From an optimization exercise on the open Yosys and OpenROAD flow, aimed at small area and a short achievable clock period; shortcuts taken in it are not production practice.
Function was not checked in any run shown here: the RTL went through the layout flow alone.
No activity file was given, so power comes from the tool's default toggle rates.

==> flow/design.v (outline; a module is shown in full before it is edited, if it fits) <==
// module conv_kernel_regs: 31 lines
// module conv3x3_mac_stage: 2956 lines
// module conv_nand2: 7 lines
// module conv_nand3: 8 lines
// module conv_pg: 9 lines
// module conv_go: 8 lines
// module conv_and: 7 lines
// module conv_fa: 10 lines
// module conv_ha: 9 lines
module conv3x3_mac_stage
#(
    parameter int N     = 32,
    parameter int SHIFT = 4
) (
    input  logic        clk,
    input  logic        rst,
    input  logic        data_load,
    input  logic [71:0] window,
    input  logic        frame_start,
    input  logic        coef_we,
    input  logic [3:0]  coef_addr,
    input  logic [7:0]  coef_data,
    output logic [7:0]  pix_o,
    output logic        valid_o,
    output logic        frame_done_o
);
  // ...
==> flow/run.sh <==
#!/bin/bash
# synth_recipe.tcl (not shown) runs the flow's synth.tcl, then flattens the netlist and writes it again
# the make line also repeats each setting of config.mk as NAME=value (left out here)
make -C /OpenROAD-flow-scripts/flow DESIGN_CONFIG=/design/flow/config.mk WORK_HOME=/design/flow/orfs CLKGATE_MAP_FILE= SYNTH_SCRIPT=/design/flow/synth_recipe.tcl finish
==> flow/config.mk <==
export PLATFORM = sky130hd
export DESIGN_NAME = conv3x3_mac_stage
export DESIGN_NICKNAME = conv3x3_mac_stage
export VERILOG_FILES = /design/flow/design.v
export SDC_FILE = /design/flow/constraint.sdc
export NUM_CORES = 4
export LEC_CHECK = 0
export CAP_MARGIN = 20
export CORE_MARGIN = 2
export CORE_UTILIZATION = 40
export SLEW_MARGIN = 20
export SYNTH_HIERARCHICAL = 1
==> flow/constraint.sdc <==
create_clock -name core_clock -period 6.0 [get_ports {clk}]
set_input_delay 1.2000 -clock core_clock [delete_from_list [all_inputs] [get_ports {clk}]]
set_output_delay 1.2000 -clock core_clock [all_outputs]
set_load 0.01 [all_outputs]
==> flow_metrics.py, run 1 <==
metrics = {
    "detailed_routing": {
        "wire_per_inst_um": 29.2,
        "wirelength_um": 105000,
        "firstDrtPassIters": 8,
    },
    "pwr": {
        "power_sequential_uw": 2940,
        "power_uw": 6760,
        "clock_power_share_pct": 41.2,
        "p_clk_uw": 2780,
        "p_int_uw": 4810,
        "power_density_nw_per_um2": 245,
    },
    "critical_path": {
        "worst_path_most_repeated_cell": "fa_1",
        "worstPathCellList": "nand2_1, nand3_1, fa_1, fa_1, fa_1, fa_1",
        "setup.worst_path.class": "flip-flop to flip-flop",
        "worst-path-stages": 6,
        "start_kind": "flip-flop",
    },
    "sta": {
        "post-route-period-util_pct": 56.2,
        "final-setup-viol-count": 0,
        "setup_slack_ps": 2630,
        "slew_headroom_pct": 38.3,
    },
    "die": {
        "fp-row-count": 90,
        "die_y_um": 250,
        "num_io_pins": 99,
    },
    "clock_tree": {
        "numCtsBuffers": 44,
        "hold_buffers": 0,
        "cts_num_sinks": 371,
    },
    "cells_and_area": {
        "seq_cell_count": 371,
        "areaGrowthSynthToFinish_pct": 13.9,
    },
    "synthesis": {
        "synth-main-ff-cell": "dfxtp_1",
        "synth-edff-count": 0,
        "yosys-top-cells-count": "nand2_1 (892), dfxtp_1 (371), fa_1 (326)",
        "ys_warn_count": 8,
        "synth-seq-cells": 371,
        "yosysSeqAreaShare_pct": 30.6,
    },
    "placed_design": {
        "place_area_sq_um": 26100,
        "place_ws_ps": 2550,
        "io_buffers": 98,
        "gp_congestion": 0.973,
    },
    "min_path": {
        "worstHoldPathCells": 1,
    },
    "run_status": {
        "status": "timing/DRC/antenna clean",
    },
}
==> run 2: changes to the inputs <==
--- a/flow/config.mk
+++ b/flow/config.mk
@@ -8,5 +8,6 @@
 export CAP_MARGIN = 20
 export CORE_MARGIN = 2
 export CORE_UTILIZATION = 40
+export SETUP_SLACK_MARGIN = 3.5
 export SLEW_MARGIN = 20
 export SYNTH_HIERARCHICAL = 1
==> run 2 against run 1 <==
Net effect: utilization up 6.1 points; register-to-register slack better by 560 ps; die area is the same; largest cell class unchanged; clock skew shrank 6.2 ps; combinational power grew 7%; count of clock-buffer cells in the layout decreased by 3; wire length decreased by 6.6%.
==> flow_metrics.py, run 2 <==
metrics = {
    "synthesis": {
        "synth-seq-cells": 371,
        "synth.most_common_cell": "nand2_1",
        "synth_area_leaders": "dfxtp_1 (31%), fa_1 (27%), nand2_1 (14%)",
        "syn-cell-area_sq_um": 24200,
        "synth_cell_types": 61,
        "yosys-top-cells-count": "nand2_1 (892), dfxtp_1 (371), fa_1 (326)",
        "netlist.area_leader.share_pct": 30.6,
        "synthArstFlopShare_pct": 0,
        "synth-edff-count": 0,
        "synth_area_leader_cell": "dfxtp_1",
        "ys_warn_count": 8,
        "yosysSeqAreaShare_pct": 30.6,
        "postSynthCellCount": 2637,
        "synth-main-ff-cell": "dfxtp_1",
        "avgSynthCellArea_sq_um": 9.19,
    },
    "pwr": {
        "p_sw_uw": 1950,
        "p_seq_share_pct": 41.9,
        "irDropWorstVdd_mv": 0.190,
        "power_density_nw_per_um2": 218,
        "power_uw": 6830,
        "p_int_uw": 4880,
        "clock_power_share_pct": 41.9,
        "power.leakage_uw": 0.0144,
        "power.share.switching_pct": 28.6,
        "comb_power_share_pct": 16.3,
    },
    "detailed_routing": {
        "wire_per_inst_um": 26.6,
        "ant_nets": 0,
        "vias_per_cell": 5.71,
        "firstDrtPassIters": 6,
        "drtIter0Drc": 2216,
        "vias": 21000,
        "drc": 0,
        "wirelength_um": 97800,
    },
    "global_routing": {
        "gr-total-overflow": 0,
        "globalRouteMet1Util_pct": 39.4,
        "grt.busiest_layer": "met2",
        "antenna_found_initial": 6,
        "grt_max_degree": 59,
        "grt_pass1_vias": 20600,
        "grt_pass1_wl_um": 138000,
        "grt_usage_pct": 30.4,
        "use_met2_pct": 47.4,
        "met3_usage_pct": 5.30,
    },
    "cells_and_area": {
        "fin_cells": 3681,
        "mostFrequentLayoutCells": "nand2_1 (815), fa_1 (197), dfxtp_4 (182), and2_1 (169), dfxtp_1 (148)",
        "drive_above_1_share_pct": 29.9,
        "largestRegisters": "pr0 x87, u_coef.coef x72, u_coef.psum x36",
        "finalInstanceArea_sq_um": 31300,
        "final_nets": 3356,
        "areaGrowthSynthToFinish_pct": 29.0,
        "layout_commonest_cell": "nand2_1",
        "regMostFlops": "pr0",
        "largest_register_ffs": 87,
    },
    "die": {
        "start_util_pct": 40.3,
        "die_w_um": 250,
        "die_y_um": 250,
        "fp.dieArea_sq_um": 62600,
        "fp.coreArea_sq_um": 60100,
        "num_io_pins": 99,
        "fp-row-count": 90,
    },
    "placed_design": {
        "dpl.hpwl_um": 75100,
        "dp_cells": 3497,
        "place_area_sq_um": 26400,
        "io_buffers": 98,
        "gp_congestion": 1.01,
    },
    "flow_run": {
        "cap_violations": 0,
    },
    "sta": {
        "slew_headroom_pct": 57.8,
        "rsz0062_at_grt": "true",
        "fin_worst_skew_ps": 23.8,
        "fmax_mhz": 356,
        "tightest_slew_ps": 631,
        "final-setup-viol-count": 0,
        "finalSetupTns_ps": 0,
        "slew_violations": 0,
        "whs_ps": 429,
        "post-route-min-period_ps": 2810,
        "post-route-period-util_pct": 46.9,
        "finalHoldViolCount": 0,
    },
    "critical_path": {
        "setup.worst_path.class": "flip-flop to flip-flop",
        "worstSetupEndpointType": "flip-flop",
        "path_max_fanout": 7,
        "start_kind": "flip-flop",
        "worstPathArrival_ps": 3280,
        "crit_required_ps": 6470,
    },
    "run_status": {
        "status": "timing/DRC/antenna clean",
    },
    "clock_tree": {
        "ctsHtreeMaxLevel": 2,
        "cts_num_sinks": 371,
        "numCtsBuffers": 43,
        "path_clk_slew_ps": 70,
        "clock_latency_ps": 590,
        "clockBufferDepth": 3,
        "cts_tree": "built",
        "hold_buffers": 0,
        "cts_root_buf": "clkbuf_16",
    },
    "min_path": {
        "hold_path.class": "flip-flop to flip-flop",
    },
}
[run 2: cell counts after synthesis]
No cell type changed its count.
[run 2: layer usage]
metal	wire [um]	up-vias
met5	26	-
met4	7430	4
met3	8440	267
met2	43300	1130
met1	38500	10500
li1	-	9113
[run 2: cells by family after synthesis]
family	synth area share [%]
simple gates	29.0
fa+ha+maj	31.1
flops	30.6
compound gates	4.08
mux	3.43
buf+inv	1.21
xor+xnor	0.537
other cells	0.0310
[run 2: final timing paths]
| check | startpoint | endpoint | slack [ps] | cells past startpoint |
|---|---|---|---|---|
| hold reg to reg | vpipe[0]$_SDFF_PN0_ | vpipe[1]$_SDFF_PN0_ | 430 | 1 |
| hold / removal | vpipe[0]$_SDFF_PN0_ | vpipe[1]$_SDFF_PN0_ | 430 | 1 |
| setup / recovery | u_coef.coef[69]$_SDFFE_PN0P_ | pr0[67]$_DFF_P_ | 3190 | 6 |
| setup reg to reg | u_coef.coef[69]$_SDFFE_PN0P_ | pr0[67]$_DFF_P_ | 3190 | 6 |
[run 2: timing repair]
item | in CTS | in global routing
cloned | 0 | 0
buffers inserted | 48 | 52
endpoints found under the setup margin | 104 | 86
hold endpoints to repair | 0 | 0
pin swaps | 67 | 93
gates resized for setup | 503 | 232
[run 2: power by group through the flow]
| stage | Combinational (uW) | Clock, uW | Sequential, uW |
|---|---|---|---|
| after floorplan | 677 | 0 | 2870 |
| after global placement | 1030 | 0 | 2960 |
| after detailed placement | 1060 | 0 | 2960 |
| after CTS | 1080 | 2910 | 2870 |
| after global routing | 1250 | 3010 | 2880 |
| final | 1110 | 2860 | 2860 |
[run 2: stage by stage]
stage / setup WS [ps] / util, %
2_1_floorplan: 3450 / -
3_3_place_gp: 2950 / 43.9
3_5_place_dp: 2850 / 43.9
4_1_cts: 3220 / 49.9
5_1_grt: 3160 / 52.0
6_report: 3190 / 52.0
[run 2: layout make-up]
class	instances	area (sq um)
Antenna cell	4	10.0
Clock buffer	55	1150
Clock inverter	25	398
Fill cell	5429	28900
Inverter	46	173
Multi-Input combinational cell	2198	18400
Sequential cell	371	8160
Tap cell	782	978
Timing Repair Buffer	200	1980
[run 2: worst max-delay path, cell delays in order, from the launching register on]
cell     delay (ps)
dfxtp_4         400
buf_8           160
and2_4          150
fa_2            580
fa_2            440
fa_2            540
fa_2            430
[run 2: modules after synthesis (local to each module, per instance), a selection]
module             copies in the design  cells
conv3x3_mac_stage                     1    553
conv_pg                              16      1
conv_go                              27      1
conv_nand2                          864      1
conv_fa                             322      1
conv_nand3                          288      1
conv_ha                              26      1
conv_and                             19      1

==> port drivers added, routing unchanged <==
The results above use ideal ports. As a check the final layouts listed here were re-extracted and re-timed, cells and wires unchanged.
Step 1, drivers: a clkbuf_16 drives clk and a buf_2 each remaining input, both assumed.
Step 2, shift: input delay + t, output delay - t, t = (earliest + latest rising clock arrival at the registers) / 2. This alone moves slack from input paths to output paths.
a / b / c = ideal ports / drivers / drivers and shift; a / b = the first two.
run | shift t [ns] | setup WS [ns] | hold WS [ns]
run 1 | 0.651 | 2.629 / 2.629 / 2.537 | 0.435 / 0.435 / 0.435
run 2 | 0.642 | 3.188 / 3.188 / 3.173 | 0.429 / 0.429 / 0.429
After both steps every run listed still meets setup and hold. The setup slack of run 1, which loses most, moves by 0.000 ns with the drivers and by -0.092 ns with both steps.
